Background: an optimization exercise with open tools, aiming at small area, a short achievable clock period and few clock cycles per item. Do not read the settings as production practice.
Only simulation tests tie the RTL to the original design; equivalence was not proved.
No activity file was given, so power comes from the tool's default toggle rates.

## v26
Design top_n_min_heap_tracker_top, start of the top module:
module top_n_min_heap_tracker_top #(
  parameter int unsigned TOP_COUNT = 32
) (
  input  logic        clk,
  input  logic        rst_n,
  input  logic        in_valid,
  output logic        in_ready,
  input  logic [31:0] in_sample_value,
  input  logic [63:0] in_sample_time,
  output logic        out_valid,
  input  logic        out_ready,
  output logic        out_accepted,
  output logic [31:0] out_evicted_value,
  output logic [63:0] out_evicted_time,
  output logic [31:0] out_min_value,
  output logic [63:0] out_min_time
);
Size: about 4200 flip-flops, ~300 I/O pins, roughly 170000 µm² of cells after synthesis.
clock: 11.0 ns
lec_check: 0
abc_clock_period_in_ps: 3000
cap_margin: 25
core_margin: 2
core_utilization: 50
cts_cluster_diameter: 100
cts_cluster_size: 25
place_density: 0.7
setup_slack_margin: 5
slew_margin: 25
standard.sh (not shown) runs the stock make flow with config.mk's settings and CLKGATE_MAP_FILE= SYNTH_SCRIPT=/design/flow/synth_recipe.tcl, a recipe that flattens the netlist after the stock synthesis.
==> flow/flow/run.sh <==
#!/bin/bash
set -euo pipefail
MARGIN=${MARGIN:-7}
sed -e "s/SETUP_SLACK_MARGIN=[0-9.-]*/SETUP_SLACK_MARGIN=${MARGIN} BUFFER_PORTS_ARGS='-buffer_cell sky130_fd_sc_hd__buf_2'/" \
  standard.sh > standard_margin.sh
bash standard_margin.sh > flow.log 2>&1
Testbench counts of v26, summed over its fixed seeds: cycles 5,479, items 3,200.
Edits applied to the flow inputs when going from v26 to v32:
# v26
export LEC_CHECK = 0
export ABC_CLOCK_PERIOD_IN_PS = 3000
export CAP_MARGIN = 25
export CORE_MARGIN = 2
export CORE_UTILIZATION = 50
export CTS_CLUSTER_DIAMETER = 100
export CTS_CLUSTER_SIZE = 25
export PLACE_DENSITY = 0.7
export SETUP_SLACK_MARGIN = 5
export SLEW_MARGIN = 25
create_clock -name core_clock -period 11.0 [get_ports {clk}]
# v32
export LEC_CHECK = 0
export ABC_CLOCK_PERIOD_IN_PS = 3000
export CAP_MARGIN = 30
export CORE_MARGIN = 2
export CORE_UTILIZATION = 60
export CTS_CLUSTER_DIAMETER = 100
export CTS_CLUSTER_SIZE = 20
export PLACE_DENSITY = 0.8
export SETUP_SLACK_MARGIN = 5
export SLEW_MARGIN = 35
create_clock -name core_clock -period 11.0 [get_ports {clk}]
==> summary.txt <==
[compare] base=v26 new=v32: placeable core region went down by about 17%; area of combinational cells with multiple inputs went up by 310 µm².
Taking v32 as 1.0, v26 lands at 1.09 on die height.
Sort v26 and v32 by final critical path time including I/O delays and setup, ascending, and v26 comes first.
v32 vs v26 — final area climbed slightly
Looking at arrival time of the worst setup path, v32 sits 0.19 ns higher than v26 does.
Compared to v26, the router laid down more metal wire for v32.
Input-level comparison between v46 and v32:
# v32
export LEC_CHECK = 0
export ABC_CLOCK_PERIOD_IN_PS = 3000
export CAP_MARGIN = 30
export CORE_MARGIN = 2
export CORE_UTILIZATION = 60
export CTS_CLUSTER_DIAMETER = 100
export CTS_CLUSTER_SIZE = 20
export PLACE_DENSITY = 0.8
export SETUP_SLACK_MARGIN = 5
export SLEW_MARGIN = 35
create_clock -name core_clock -period 11.0 [get_ports {clk}]
# v46
export LEC_CHECK = 0
export ABC_CLOCK_PERIOD_IN_PS = 3000
export CAP_MARGIN = 30
export CORE_MARGIN = 2
export CORE_UTILIZATION = 50
export PLACE_DENSITY = 0.7
export SETUP_SLACK_MARGIN = 5
export SLEW_MARGIN = 35
create_clock -name core_clock -period 11.0 [get_ports {clk}]
Notes after the runs:
The number of clock-tree buffers in the layout reported for v46 is greater than that of v32 by about 47%. Looking at wire length on met2, v46 sits 2.1 mm lower than v32 does. Summary of v46 over v32: total internal power rose by about 16%; number of gates resized after cts now sits lower.
Changes in v58 relative to v46:
# v46
export LEC_CHECK = 0
export ABC_CLOCK_PERIOD_IN_PS = 3000
export CAP_MARGIN = 30
export CORE_MARGIN = 2
export CORE_UTILIZATION = 50
export PLACE_DENSITY = 0.7
export SETUP_SLACK_MARGIN = 5
export SLEW_MARGIN = 35
create_clock -name core_clock -period 11.0 [get_ports {clk}]
# v58
export LEC_CHECK = 0
export ABC_CLOCK_PERIOD_IN_PS = 3000
export CAP_MARGIN = 30
export CORE_MARGIN = 2
export CORE_UTILIZATION = 50
export CTS_CLUSTER_DIAMETER = 100
export CTS_CLUSTER_SIZE = 20
export PLACE_DENSITY = 0.7
export SETUP_SLACK_MARGIN = 5
export SLEW_MARGIN = 35
create_clock -name core_clock -period 11.0 [get_ports {clk}]
==> summary.txt <==
No run among v46 and v58 stopped early or left any final violation; all are clean.
Worst max-slew margin expressed relative to the limit: v58 vs v46 down 3.3 points
In the flow results for v46 and v58, the share of cell area taken by multi-input logic gates is smaller on v46.
Total power of v58 is lower than that of v46.
Clock period minus worst slack delta (v58 − v46): unfavourable
Delta (v58 minus v46): clock network fraction of design power decreased 9.2 points, critical path depth decreased 1.
Diff v46 -> v58: global routing met2 resource utilization lost 0.17 points, proportion of cell area occupied by registers higher.
Setup slack in v58 is smaller than in v46.

---

old:
Starting RTL as in the previous note.
export LEC_CHECK = 0
export ABC_CLOCK_PERIOD_IN_PS = 3000
export CAP_MARGIN = 30
export CORE_MARGIN = 2
export CORE_UTILIZATION = 50
export CTS_CLUSTER_DIAMETER = 100
export CTS_CLUSTER_SIZE = 20
export PLACE_DENSITY = 0.7
export SETUP_SLACK_MARGIN = 5
export SLEW_MARGIN = 35
create_clock -name core_clock -period 11.0 [get_ports {clk}]
==> flow/flow/run.sh <==
#!/bin/bash
set -euo pipefail
MARGIN=${MARGIN:-7.45}
sed -e "s/SETUP_SLACK_MARGIN=[0-9.-]*/SETUP_SLACK_MARGIN=${MARGIN} BUFFER_PORTS_ARGS='-buffer_cell sky130_fd_sc_hd__buf_2'/" \
  standard.sh > standard_margin.sh
bash standard_margin.sh > flow.log 2>&1
Testbench counts of old, summed over its fixed seeds: cycles 5,479, items 3,200.
## Diff of input files: new against old
==> flow/flow/run.sh <==
#!/bin/bash
set -euo pipefail
MARGIN=${MARGIN:-7.2}
sed -e "s/SETUP_SLACK_MARGIN=[0-9.-]*/SETUP_SLACK_MARGIN=${MARGIN} BUFFER_PORTS_ARGS='-buffer_cell sky130_fd_sc_hd__buf_2'/" \
  standard.sh > standard_margin.sh
bash standard_margin.sh > flow.log 2>&1
Findings:
- new: flow completed, timing, DRC and antenna clean
- A worst-path cell with the longest stage delay of dfxtp_4 is what old shows, while dfxtp_2 belongs to new.
- Taking old as the reference, in new combinational gate power moved down, global routing usage on met3 moved down, global-route wire length before repair moved down.

==> separate check: timing with driven ports <==
How much do the figures lean on ideal ports? The routed layouts below were timed once more, with nothing changed but the port constraints.
Step 1 assumes that a clkbuf_16 drives the clock port and a buf_2 every other input.
Step 2 times the ports against the registers' clock, not the clock port: input delays grow and output delays shrink by t, the midpoint of the rising clock arrivals with the driver on.
Slacks: ideal / step 1 / step 2; pairs: ideal / step 1.
run | t (ns) | setup WS [ns] | worst slew at a driven data input, ns
v26 | 1.028 | 6.907 / 6.907 / 6.584 | 0.06
v32 | 1.059 | 6.837 / 6.837 / 6.801 | 0.09
v46 | 1.039 | 6.918 / 6.918 / 6.718 | 0.06
v58 | 1.047 | 6.873 / 6.873 / 6.824 | 0.05
old | 1.067 | 7.263 / 7.152 / 7.049 | 0.06
new | 1.066 | 7.095 / 7.095 / 6.772 | 0.05
After both steps every run listed still meets setup and hold.
